What follows belongs to an exercise in optimizing a design on an open flow for small area, a short achievable clock period and few clock cycles per item; a production flow would make more cautious choices. Function was checked by simulation only, so behaviour that the tests miss may differ from the original. Power figures rest on the tool's default switching activity, not on a simulated workload.

// fft16_digit_reverse_buf
module fft16_digit_reverse_buf #(
    parameter int DATA_W = 32,
    parameter int N      = 16
) (
    input  logic                  clk,
    input  logic                  rst_n,
    input  logic                  in_valid,
    output logic                  in_ready,
    input  logic [DATA_W-1:0]     in_re,
    input  logic [DATA_W-1:0]     in_im,
    output logic                  out_valid,
    input  logic                  out_ready,
    output logic [DATA_W-1:0]     out_re,
    output logic [DATA_W-1:0]     out_im,
    output logic [3:0]            out_idx,
    output logic                  out_last
);
Size: about 1600 cells after synthesis, ~690 flip-flops, roughly 140 I/O pins, ~27000 um^2 of cells after synthesis.
==> flow/config.mk <==
export PLATFORM = sky130hd
export DESIGN_NAME = fft16_digit_reverse_buf
export DESIGN_NICKNAME = fft16_digit_reverse_buf
export VERILOG_FILES = /design/flow/design.v
export SDC_FILE = /design/flow/constraint.sdc
export NUM_CORES = 4
export LEC_CHECK = 0
export CAP_MARGIN = 20
export CORE_MARGIN = 2
export CORE_UTILIZATION = 65
export CTS_CLUSTER_DIAMETER = 100
export CTS_CLUSTER_SIZE = 30
export SETUP_SLACK_MARGIN = 1.75
export SLEW_MARGIN = 20
==> flow/constraint.sdc <==
create_clock -name core_clock -period 4.0 [get_ports {clk}]
set_input_delay 0.8000 -clock core_clock [delete_from_list [all_inputs] [get_ports {clk}]]
set_output_delay 0.8000 -clock core_clock [all_outputs]
set_load 0.01 [all_outputs]
standard.sh (not shown) runs the stock make flow with config.mk's settings and CLKGATE_MAP_FILE= SYNTH_SCRIPT=/design/flow/synth_recipe.tcl, a recipe that flattens the netlist after the stock synthesis.
==> flow/flow/run.sh <==
#!/bin/bash
# The standard layout (the standard.sh: ORFS synthesis to final layout), with one change:
# the input and output port buffers are plain sky130_fd_sc_hd__buf_2 cells instead of the
# delay cells buffer_ports picks by default. Every port still gets its own buffer.
# make's full output goes to standard.log in the work folder; ORFS's per-step logs stay under
# orfs/logs/.
set -euo pipefail
export BUFFER_PORTS_ARGS="-buffer_cell sky130_fd_sc_hd__buf_2"
bash standard.sh finish > standard.log 2>&1
The baseline finished clean.
Testbench counts at the start, summed over its fixed seeds: cycles 7,347, items 6,144.
==> next run, changes <==
SETUP_SLACK_MARGIN = 1.85   (was 1.75)
Outcome: Worst setup slack improved by 0.039 ns. Hold slack improves by 0.0038 ns. Wire length went up by 2.7%. Die area does not change. Total power grows by 2.4%. Cell count came out higher by 1.2%. Clock-buffer cell count does not change. Clock power barely changes. Flip-flop and latch count is unchanged. Synthesized area is unchanged. Maximum frequency went up by 1.8%.
==> next run, changes <==
==> flow/run.sh (new file) <==
#!/bin/bash
# synth_recipe.tcl (not shown) runs the flow's synth.tcl, then flattens the netlist and writes it again
# the make line also repeats each setting of config.mk as NAME=value (left out here)
make -C /OpenROAD-flow-scripts/flow DESIGN_CONFIG=/design/flow/config.mk WORK_HOME=/design/flow/orfs CLKGATE_MAP_FILE= SYNTH_SCRIPT=/design/flow/synth_recipe.tcl finish
SETUP_SLACK_MARGIN = 2.0   (was 1.85)
removed: flow/flow/run.sh
removed: flow/standard.sh
What happened: Critical path depth went up by 1; non-clock buffer count went up by 16; cell count went up by 0.65%; worst setup slack degrades by 0.11 ns.
==> next run, changes <==
SETUP_SLACK_MARGIN = 1.6   (was 2.0)
Synthesized area does not change.
Non-clock buffer count shrinks by 38.
Die area is unchanged.
Final area goes down by 1.7%.
Core utilization went down by 1.3 points.
Power fell by 3.3%.
==> next run, changes <==
==> flow/flow/run.sh (new file) <==
#!/bin/bash
# The standard layout (the standard.sh: ORFS synthesis to final layout), with one change:
# the input and output port buffers are plain sky130_fd_sc_hd__buf_1 cells instead of the
# delay cells buffer_ports picks by default. Every port still gets its own buffer.
# make's full output goes to standard.log in the work folder; ORFS's per-step logs stay under
# orfs/logs/.
set -euo pipefail
export BUFFER_PORTS_ARGS="-buffer_cell sky130_fd_sc_hd__buf_1"
bash standard.sh finish > standard.log 2>&1
==> flow/standard.sh (new file) <==
#!/bin/bash
# synth_recipe.tcl (not shown) runs the flow's synth.tcl, then flattens the netlist and writes it again
# the make line also repeats each setting of config.mk as NAME=value (left out here)
make -C /OpenROAD-flow-scripts/flow DESIGN_CONFIG=/design/flow/config.mk WORK_HOME=/design/flow/orfs CLKGATE_MAP_FILE= SYNTH_SCRIPT=/design/flow/synth_recipe.tcl "${@:-finish}"
SETUP_SLACK_MARGIN = 1.8   (was 1.6)
removed: flow/run.sh
Clock-buffer cell count came out higher by 11.
Final cell count came out higher by 1.5%.
Total power came out higher by 0.72%.
==> next run, changes <==
--- a/flow/flow/run.sh
+++ b/flow/flow/run.sh
@@ -3 +3 @@
-# the input and output port buffers are plain sky130_fd_sc_hd__buf_1 cells instead of the
+# the input and output port buffers are plain sky130_fd_sc_hd__buf_2 cells instead of the
@@ -8 +8 @@
-export BUFFER_PORTS_ARGS="-buffer_cell sky130_fd_sc_hd__buf_1"
+export BUFFER_PORTS_ARGS="-buffer_cell sky130_fd_sc_hd__buf_2"
SETUP_SLACK_MARGIN = 1.9   (was 1.8)
Effect: Sequential share of layout area came out lower by 1.1 points. Core utilization came out higher by 1.2 points. Maximum frequency came out higher by 2.4%. Clock power came out lower by about 3%. First-iteration DRC count came out lower by 9.5%. Setup slack gets better by 0.053 ns. Worst hold slack is about the same. Routed wire length barely changes. Global-route usage came out lower by 0.20 points. Register-to-register slack gets better by 0.05 ns.

## afterwards: timing with drivers on the ports
Ports are ideal in the flow. The routed layouts listed here were re-timed in OpenROAD. Step 1 sets driving cells, clkbuf_16 on the clock port and buf_2 on the other inputs (assumed; they add their load-dependent delay and slew). Step 2, shift: input delay + t, output delay - t, t = (earliest + latest rising clock arrival at the registers) / 2. This alone moves slack from input paths to output paths. Three values: ideal ports, drivers, drivers and shift; two values: the first two.
| run | t (ns) | setup slack, ns | worst hold slack (ns) | slew at the worst register clock pin (ns) | pins driven straight from the clock port |
|---|---|---|---|---|---|
| the first run | 0.646 | 1.794 / 1.781 / 1.293 | 0.259 / 0.225 / 0.536 | 0.11 / 0.11 | 1 |
| the second run | 0.647 | 1.834 / 1.806 / 1.252 | 0.263 / 0.229 / 0.544 | 0.11 / 0.11 | 1 |
| the third run | 0.659 | 1.723 / 1.723 / 1.415 | 0.526 / 0.525 / 0.526 | 0.11 / 0.11 | 1 |
| the fourth run | 0.650 | 1.636 / 1.580 / 1.154 | 0.529 / 0.529 / 0.529 | 0.11 / 0.11 | 1 |
| the fifth run | 0.647 | 1.779 / 1.774 / 1.229 | 0.270 / 0.237 / 0.511 | 0.11 / 0.11 | 1 |
| the sixth run | 0.648 | 1.832 / 1.800 / 1.316 | 0.269 / 0.235 / 0.538 | 0.12 / 0.12 | 1 |
After both steps every run listed still meets setup and hold. For the second run, which loses most, drivers alone change the setup slack by -0.028 ns; drivers and shift together by -0.582 ns.
